Context: an optimization exercise on an open-source flow, tuned for small area and a short achievable clock period. The choices shown serve that exercise and are no tape-out recipe. RTL that was checked went through simulation tests only; none was proved equivalent to the original.

## build 26
// fft_butterfly_pipe
module fft_butterfly_pipe (
  input  logic        clk,
  input  logic        rst,
  input  logic        in_valid,
  input  logic [3:0]  rd_addrA,
  input  logic [3:0]  rd_addrB,
  input  logic [2:0]  twiddle_idx,
  input  logic [3:0]  stage,
  input  logic        bank_sel,
  input  logic        agu_done,
  input  logic [31:0] rd_dataA,
  input  logic [31:0] rd_dataB,
  output logic [2:0]  tw_addr,
  input  logic [31:0] tw_data,
  output logic        wr_en,
  output logic        wr_bank,
  output logic [3:0]  wr_addrA,
  output logic [3:0]  wr_addrB,
  output logic [31:0] wr_dataA,
  output logic [31:0] wr_dataB,
  output logic        drained,
  output logic        done_out,
  output logic        hazard_err
);
  logic        v1_q, v2_q, v3_q;
  logic [3:0]  stage_q;                           
  logic [8:0]  meta1_q, meta2_q, meta3_q, meta4_q;   
  logic [31:0] a2_q, nb2_q, a3_q;
  logic [7:0]  one_n_re, two_n_re, neg_re, one_n_im, two_n_im, neg_im;
  logic [7:0]  one_n2_re, two_n2_re, neg2_re, one_n2_im, two_n2_im, neg2_im, neg_n2_im;
  logic [22:0] x_re, y_re, x_im, y_im, x3_re, y3_re, x3_im, y3_im;
  logic        c_re, c_im, c3_re, c3_im;
  logic        wrap1, wrap2_q, wrap3_q;
  logic        agu_q, pending_done;
  logic        busy, agu_rise, drained_next, hazard_c;
  logic [17:0] a3_re, a3_im;
  logic [5:0]  lo_re, lo_im;
  logic [17:0] za_re, za_im, zb_re, zb_im;
  logic [15:0] ra_re, ra_im, rb_re, rb_im;
  always_comb begin
    case (stage)
      4'd1:    tw_addr = {twiddle_idx[0], 2'b00};
  ...
Size: roughly 360 flip-flops, roughly 200 I/O pins, roughly 0.033 mm2 of cells after synthesis.
clock: 10.0 ns
lec_check: 0
cap_margin: 20
core_margin: 2
core_utilization: 40
cts_buf_list: sky130_fd_sc_hd__clkbuf_8 sky130_fd_sc_hd__clkbuf_16
cts_cluster_diameter: 80
cts_cluster_size: 24
slew_margin: 20
synth_hierarchical: 1
standard.sh (not shown) runs the stock make flow with config.mk's settings and CLKGATE_MAP_FILE= SYNTH_SCRIPT=/design/flow/synth_recipe.tcl, a recipe that flattens the netlist after the stock synthesis.
==> flow/flow/run.sh <==
#!/bin/bash
set -euo pipefail
export BUFFER_PORTS_ARGS="-buffer_cell sky130_fd_sc_hd__buf_1"
export SETUP_SLACK_MARGIN=5.5
bash standard.sh > standard.log 2>&1
Inputs modified between build 26 and build 20:
Settings: clearing CTS_CLUSTER_SIZE, which used to be 24; clearing CTS_CLUSTER_DIAMETER, which used to be 80; swapping 40 for 55 in CORE_UTILIZATION; putting GPL_TIMING_DRIVEN at 0 where nothing was set; clearing CTS_BUF_LIST, which used to be sky130_fd_sc_hd__clkbuf_8 sky130_fd_sc_hd__clkbuf_16.
==> flow/flow/run.sh <==
#!/bin/bash
set -euo pipefail
export BUFFER_PORTS_ARGS="-buffer_cell sky130_fd_sc_hd__buf_1"
export SETUP_SLACK_MARGIN=5.4
export CTS_ARGS="-sink_clustering_enable -repair_clock_nets -sink_clustering_size 30 -sink_clustering_max_diameter 100 -buf_list {sky130_fd_sc_hd__clkbuf_8 sky130_fd_sc_hd__clkbuf_16} -dont_use_dummy_load"
bash standard.sh > standard.log 2>&1
Notes after the runs:
Compared with build 26, build 20 shows layout cell share with drive strength beyond 1 higher by 3.2 points. Compared with build 26, build 20 shows a lower number of buffers created by CTS. The run with more setup slack is build 26; build 20 has less. The count of clock buffers in the final design number comes out higher for build 26 vs build 20. Looking at post-route standard cell area excluding fillers, build 20 sits 720 um2 higher than build 26 does. Any difference in sequential share of layout area between build 20 and build 26 is small enough to ignore. Between build 20 and build 26, it is build 20 whose count of cells along the worst register-to-register path is higher, by 1.
What build 62 does differently from build 20 at the input level:
Settings: removing GPL_TIMING_DRIVEN (formerly 0).
diff --git a/flow/flow/run.sh b/flow/flow/run.sh
--- a/flow/flow/run.sh
+++ b/flow/flow/run.sh
@@ -5,2 +5,3 @@
 export CTS_ARGS="-sink_clustering_enable -repair_clock_nets -sink_clustering_size 30 -sink_clustering_max_diameter 100 -buf_list {sky130_fd_sc_hd__clkbuf_8 sky130_fd_sc_hd__clkbuf_16} -dont_use_dummy_load"
+export RECOVER_POWER=100
 bash standard.sh > standard.log 2>&1
Notes after the runs:
No crash in build 62: every stage finished, but the layout fails its final checks due to capacitance limit, slew limit. Count of filler cells inserted in the layout (build 62 over build 20): increase, 233. y3_re[7] as the termination of the worst setup path was reported by build 62, and tw_addr[2] by build 20. Compared with build 20, build 62 shows a number of cells on the critical path that is 4 higher. As far as synthesized cell count goes, build 20 and build 62 are indistinguishable; the numbers are identical. The total core area was comparable across build 62 and build 20.
Changes in build 42 relative to build 62:
diff --git a/flow/flow/run.sh b/flow/flow/run.sh
--- a/flow/flow/run.sh
+++ b/flow/flow/run.sh
@@ -5,3 +5,2 @@
 export CTS_ARGS="-sink_clustering_enable -repair_clock_nets -sink_clustering_size 30 -sink_clustering_max_diameter 100 -buf_list {sky130_fd_sc_hd__clkbuf_8 sky130_fd_sc_hd__clkbuf_16} -dont_use_dummy_load"
-export RECOVER_POWER=100
 bash standard.sh > standard.log 2>&1
[summary]
Build 42 | stages: all done | timing, DRC, antenna: all pass
Going from build 62 to build 42, part of the cycle the worst path needs lost 14 points, sequential share of layout area neither gained nor lost much.
Build 42 vs build 62, critical path start-end classification: input pin to primary output vs flip-flop to flip-flop
[compare] base=build 62 new=build 42: via density per instance climbed 0.023; wire length barely changed.
Comparing build 42 against build 62, there is no change at all in number of non-clock buffers.
Re flip-flop and latch count: no difference whatsoever between build 42 and build 62.
Build 42 against build 62: maximum count of clock buffers along a single path flat.
Of build 42 and build 62, the lower core utilization belongs to build 62.
### build 42 -> build 93
Settings: putting CTS_BUF_LIST at sky130_fd_sc_hd__clkbuf_4 sky130_fd_sc_hd__clkbuf_8 where nothing was set; swapping 55 for 40 in CORE_UTILIZATION.
==> flow/flow/run.sh <==
#!/bin/bash
set -euo pipefail
export BUFFER_PORTS_ARGS="-buffer_cell sky130_fd_sc_hd__buf_2"
export SETUP_SLACK_MARGIN=5.5
bash standard.sh > standard.log 2>&1
Notes after the runs:
Build 93 ran to completion and came out clean on the timing, DRC and antenna checks. | multi-input gate area in the final layout | build 42 vs build 93 | ≈ equal |. Between build 42 and build 93, the cell count went up. Summary of build 93 over build 42: global-route usage over all layers down 10 points; final critical-path setup slack shows an increase of 0.0045 ns; placement-stage worst setup slack went up by 0.20 ns.


## before
fft_butterfly_pipe, a different RTL version from the one above (not shown whole).
Size in the first run: about 3100 cells after synthesis, roughly 350 flip-flops.
Settings: LEC_CHECK=0, CAP_MARGIN=20, CORE_MARGIN=2, CORE_UTILIZATION=65, SLEW_MARGIN=20, SYNTH_HIERARCHICAL=1; clock period 10.0 ns.
==> flow/flow/run.sh <==
#!/bin/bash
set -euo pipefail
export BUFFER_PORTS_ARGS="-buffer_cell sky130_fd_sc_hd__buf_1"
export SETUP_SLACK_MARGIN=5.5
export CTS_ARGS="-sink_clustering_enable -repair_clock_nets -sink_clustering_size 24 -sink_clustering_max_diameter 80 -buf_list {sky130_fd_sc_hd__clkbuf_8 sky130_fd_sc_hd__clkbuf_16} -dont_use_dummy_load"
bash standard.sh > standard.log 2>&1
before ran to completion and came out clean on the timing, DRC and antenna checks.
#### Input delta (after over before)
Settings: CORE_UTILIZATION: 65 -> 55.
==> flow/flow/run.sh <==
#!/bin/bash
set -euo pipefail
export BUFFER_PORTS_ARGS="-buffer_cell sky130_fd_sc_hd__buf_1"
export SETUP_SLACK_MARGIN=5.5
export CTS_ARGS="-sink_clustering_enable -repair_clock_nets -sink_clustering_size 30 -sink_clustering_max_diameter 100 -buf_list {sky130_fd_sc_hd__clkbuf_8 sky130_fd_sc_hd__clkbuf_16} -dont_use_dummy_load"
bash standard.sh > standard.log 2>&1
==> comparison <==
As of after, wire length of the first global-routing pass had risen by a few percent compared to before.
From before to after the numbers moved as follows: buffer count excluding the clock tree in the final layout increased by about 11% relative to the old numbers; routed via count decreased by about 0.64% relative to the old numbers; signal arrival time at the worst endpoint closely matched the old numbers.
Between after and before, it is after whose final critical-path required period is higher, by 7.6 ps.
Between after and before, it is after whose share of the core filled with cells in the final layout is lower, by 9.9 points.
Going from before to after, proportion of cell area occupied by registers saw a decrease.
Compared with before, routed wire length in after increased by a few percent.
No functional check of the RTL was part of any run of this note.


## 07-10
fft_butterfly_pipe, a different RTL version from the one above (not shown whole).
Size: roughly 3100 cells after synthesis, about 350 flip-flops, ~200 I/O pins, about 34000 sq um of cells after synthesis.
==> flow/config.mk <==
export PLATFORM = sky130hd
export DESIGN_NAME = fft_butterfly_pipe
export DESIGN_NICKNAME = fft_butterfly_pipe
export VERILOG_FILES = /design/flow/design.v
export SDC_FILE = /design/flow/constraint.sdc
export NUM_CORES = 4
export LEC_CHECK = 0
export CAP_MARGIN = 20
export CORE_MARGIN = 2
export CORE_UTILIZATION = 40
export SLEW_MARGIN = 20
export SYNTH_HIERARCHICAL = 1
==> flow/constraint.sdc <==
create_clock -name core_clock -period 10.0 [get_ports {clk}]
set_input_delay 2.0000 -clock core_clock [delete_from_list [all_inputs] [get_ports {clk}]]
set_output_delay 2.0000 -clock core_clock [all_outputs]
set_load 0.01 [all_outputs]
run.sh (not shown) runs the stock make flow with config.mk's settings and CLKGATE_MAP_FILE= SYNTH_SCRIPT=/design/flow/synth_recipe.tcl, a recipe that flattens the netlist after the stock synthesis.
Stock flow here: none of the scripts above is used.
Per the final summary, 07-10 finished and its layout is clean on timing, DRC and antenna.
What 02-08 does differently from 07-10 at the input level:
# 07-10
export LEC_CHECK = 0
export CAP_MARGIN = 20
export CORE_MARGIN = 2
export CORE_UTILIZATION = 40
export SLEW_MARGIN = 20
export SYNTH_HIERARCHICAL = 1
create_clock -name core_clock -period 10.0 [get_ports {clk}]
# 02-08
export LEC_CHECK = 0
export CAP_MARGIN = 20
export CORE_MARGIN = 2
export CORE_UTILIZATION = 40
export SETUP_SLACK_MARGIN = 5.0
export SLEW_MARGIN = 20
export SYNTH_HIERARCHICAL = 1
create_clock -name core_clock -period 10.0 [get_ports {clk}]
==> run summary <==
Post-synthesis instance area delta (02-08 -> 07-10): insignificant. Global-route usage on 02-08 is up relative to 07-10. 02-08 and 07-10 ended up with roughly the same half-perimeter wire length after placement.


RTL: one of the versions met above, not the one the previous note started from.
Size: about 360 flip-flops, about 200 I/O pins, ~33,000 um2 of cells after synthesis.
Settings: LEC_CHECK=0, CAP_MARGIN=20, CORE_MARGIN=2, CORE_UTILIZATION=65, SLEW_MARGIN=20, SYNTH_HIERARCHICAL=1; clock period 10.0 ns.
standard.sh (not shown) runs the stock make flow with config.mk's settings and CLKGATE_MAP_FILE= SYNTH_SCRIPT=/design/flow/synth_recipe.tcl, a recipe that flattens the netlist after the stock synthesis.
==> flow/flow/run.sh <==
#!/bin/bash
set -euo pipefail
export BUFFER_PORTS_ARGS="-buffer_cell sky130_fd_sc_hd__buf_1"
export SETUP_SLACK_MARGIN=5.4
export CTS_ARGS="-sink_clustering_enable -repair_clock_nets -sink_clustering_size 24 -sink_clustering_max_diameter 80 -buf_list {sky130_fd_sc_hd__clkbuf_8 sky130_fd_sc_hd__clkbuf_16} -dont_use_dummy_load"
bash standard.sh > standard.log 2>&1
The first run ran to the end with no violations.
Rerun with:
==> flow/flow/run.sh (replaced) <==
#!/bin/bash
set -euo pipefail
export BUFFER_PORTS_ARGS="-buffer_cell sky130_fd_sc_hd__buf_1"
export SETUP_SLACK_MARGIN=5.5
export CTS_ARGS="-sink_clustering_enable -repair_clock_nets -sink_clustering_size 30 -sink_clustering_max_diameter 100 -buf_list {sky130_fd_sc_hd__clkbuf_8 sky130_fd_sc_hd__clkbuf_16} -dont_use_dummy_load"
bash standard.sh > standard.log 2>&1
--- a/flow/config.mk
+++ b/flow/config.mk
@@ -8,5 +8,5 @@
 export CAP_MARGIN = 20
 export CORE_MARGIN = 2
-export CORE_UTILIZATION = 65
+export CORE_UTILIZATION = 55
 export SLEW_MARGIN = 20
 export SYNTH_HIERARCHICAL = 1
What happened: Fmax is about the same. Die area grows by about a fifth. Worst hold slack gains 0.011 ns. Setup slack gains 0.0057 ns. Final area grows slightly. Via count shrinks by a few percent. Utilization shrinks by 10 points. Wire length shrinks slightly. First-iteration DRC count shrinks by a quarter to a third.


## north
fft_butterfly_pipe, a different RTL version from the one above (not shown whole).
Size in the first run: ~3,000 cells after synthesis, roughly 360 flip-flops, roughly 200 I/O pins.
## fft_butterfly_pipe
module fft_butterfly_pipe (
  input  logic        clk,
  input  logic        rst,
  input  logic        in_valid,
  input  logic [3:0]  rd_addrA,
  input  logic [3:0]  rd_addrB,
  input  logic [2:0]  twiddle_idx,
  input  logic [3:0]  stage,
  input  logic        bank_sel,
  input  logic        agu_done,
  input  logic [31:0] rd_dataA,
  input  logic [31:0] rd_dataB,
  output logic [2:0]  tw_addr,
  input  logic [31:0] tw_data,
  output logic        wr_en,
  output logic        wr_bank,
  output logic [3:0]  wr_addrA,
  output logic [3:0]  wr_addrB,
  output logic [31:0] wr_dataA,
  output logic [31:0] wr_dataB,
  output logic        drained,
  output logic        done_out,
  output logic        hazard_err
);
  logic        v1_q, v2_q, v3_q;
  logic [3:0]  stage_q;                           
  logic [8:0]  meta1_q, meta2_q, meta3_q, meta4_q;   
  logic [31:0] a2_q, nb2_q, a3_q;
  logic [7:0]  one_n_re, two_n_re, neg_re, one_n_im, two_n_im, neg_im;
  logic [7:0]  one_n2_re, two_n2_re, neg2_re, one_n2_im, two_n2_im, neg2_im, neg_n2_im;
  logic [22:0] x_re, y_re, x_im, y_im, x3_re, y3_re, x3_im, y3_im;
  logic        c_re, c_im, c3_re, c3_im;
  logic        wrap1, wrap2_q, wrap3_q;
  logic        agu_q, pending_done;
  logic        busy, agu_rise, drained_next, hazard_c;
  logic [17:0] a3_re, a3_im;
  logic [5:0]  lo_re, lo_im;
  logic [17:0] s_aa_re, t_aa_re, s_aa_im, t_aa_im, s_ab_re, t_ab_re, s_ab_im, t_ab_im;
  logic [18:0] sum_aa_re, sum_aa_im, sum_ab_re, sum_ab_im;
  logic [17:0] za_re, za_im, zb_re, zb_im;
  logic [15:0] ra_re, ra_im, rb_re, rb_im;
  logic hi_stage, p2_1, p2_2, p2_3, p1_2, p1_3, p0_3;
  fft_or2    u_tw_hi  (.a(stage[3]), .b(stage[2]), .y(hi_stage));
  fft_nand3b u_tw_p21 (.a_n(stage[1]), .b(stage[0]), .c(twiddle_idx[0]), .y(p2_1));
  fft_nand3b u_tw_p22 (.a_n(stage[0]), .b(stage[1]), .c(twiddle_idx[1]), .y(p2_2));
  fft_nand3  u_tw_p23 (.a(stage[1]),   .b(stage[0]), .c(twiddle_idx[2]), .y(p2_3));
  fft_nand3b u_tw_p12 (.a_n(stage[0]), .b(stage[1]), .c(twiddle_idx[0]), .y(p1_2));
  fft_nand3  u_tw_p13 (.a(stage[1]),   .b(stage[0]), .c(twiddle_idx[1]), .y(p1_3));
  fft_nand3  u_tw_p03 (.a(stage[1]),   .b(stage[0]), .c(twiddle_idx[0]), .y(p0_3));
  fft_a31oi  u_tw_2   (.a1(p2_1), .a2(p2_2), .a3(p2_3), .b1(hi_stage), .y(tw_addr[2]));
  fft_a21oi  u_tw_1   (.a1(p1_2), .a2(p1_3), .b1(hi_stage), .y(tw_addr[1]));
  ...
clock: 10.0 ns
lec_check: 0
cap_margin: 20
core_margin: 2
core_utilization: 55
slew_margin: 20
synth_hierarchical: 1
==> flow/flow/run.sh <==
#!/bin/bash
set -euo pipefail
export BUFFER_PORTS_ARGS="-buffer_cell sky130_fd_sc_hd__buf_1"
export SETUP_SLACK_MARGIN=5.4
export CTS_ARGS="-sink_clustering_enable -repair_clock_nets -sink_clustering_size 20 -sink_clustering_max_diameter 80 -buf_list {sky130_fd_sc_hd__clkbuf_8} -dont_use_dummy_load"
bash standard.sh > standard.log 2>&1
Changes in south relative to north:
Settings: putting PLACE_DENSITY at 0.7 where nothing was set; swapping 55 for 62 in CORE_UTILIZATION.
==> flow/flow/run.sh <==
#!/bin/bash
set -euo pipefail
export BUFFER_PORTS_ARGS="-buffer_cell sky130_fd_sc_hd__buf_1"
export SETUP_SLACK_MARGIN=5.4
export CTS_ARGS="-sink_clustering_enable -repair_clock_nets -sink_clustering_size 30 -sink_clustering_max_diameter 100 -buf_list {sky130_fd_sc_hd__clkbuf_8 sky130_fd_sc_hd__clkbuf_16} -dont_use_dummy_load"
bash standard.sh > standard.log 2>&1
==> comparison <==
- Looking at clock period minus final worst setup slack across both flows, south is the weaker of the two, with north ahead.
- Number of port buffers came out exactly the same in south and north.
- Diff south and north: worst setup slack lower in south
- south | stages: all done | timing, DRC, antenna: all pass

## static timing again, ports no longer ideal
The flow's constraints put no driver on any port. The routed layouts listed below were extracted and timed again, unchanged, in two steps. Step 1, drivers: a clkbuf_16 drives clk and a buf_2 each remaining input, both assumed. Step 2 adds t to the input delays and takes it off the output delays; t is the mean of the earliest and latest rising clock arrival at the registers after step 1. Input paths then give back, and output paths get back, about the clock's delay inside the block. Three values: ideal, step 1, step 2; two values: the first two.
run	shift t [ns]	setup WS [ns]	worst setup path at the end	worst slew at a driven data input, ns
build 26	0.686	5.377 / 5.327 / 5.327	input to output	0.09
build 20	0.616	5.372 / 5.332 / 5.332	input to output	0.08
build 62	0.633	3.941 / 3.941 / 3.941	register to register	0.05
build 42	0.635	5.370 / 5.326 / 5.326	input to output	0.06
build 93	0.732	5.374 / 5.336 / 5.336	input to output	0.06
before	0.633	5.367 / 5.324 / 5.324	input to output	0.07
after	0.617	5.360 / 5.317 / 5.317	input to output	0.06
07-10	0.652	4.409 / 4.388 / 4.388	input to output	0.07
02-08	0.637	5.042 / 5.025 / 5.025	input to output	0.07
the first run of note 4	0.621	5.370 / 5.327 / 5.327	input to output	0.10
the second run of note 4	0.610	5.376 / 5.331 / 5.331	input to output	0.06
north	0.687	5.388 / 5.355 / 5.355	input to output	0.04
south	0.599	5.368 / 5.327 / 5.327	input to output	0.05
For build 26, which loses most, drivers alone change the setup slack by -0.050 ns; drivers and shift together by -0.050 ns.
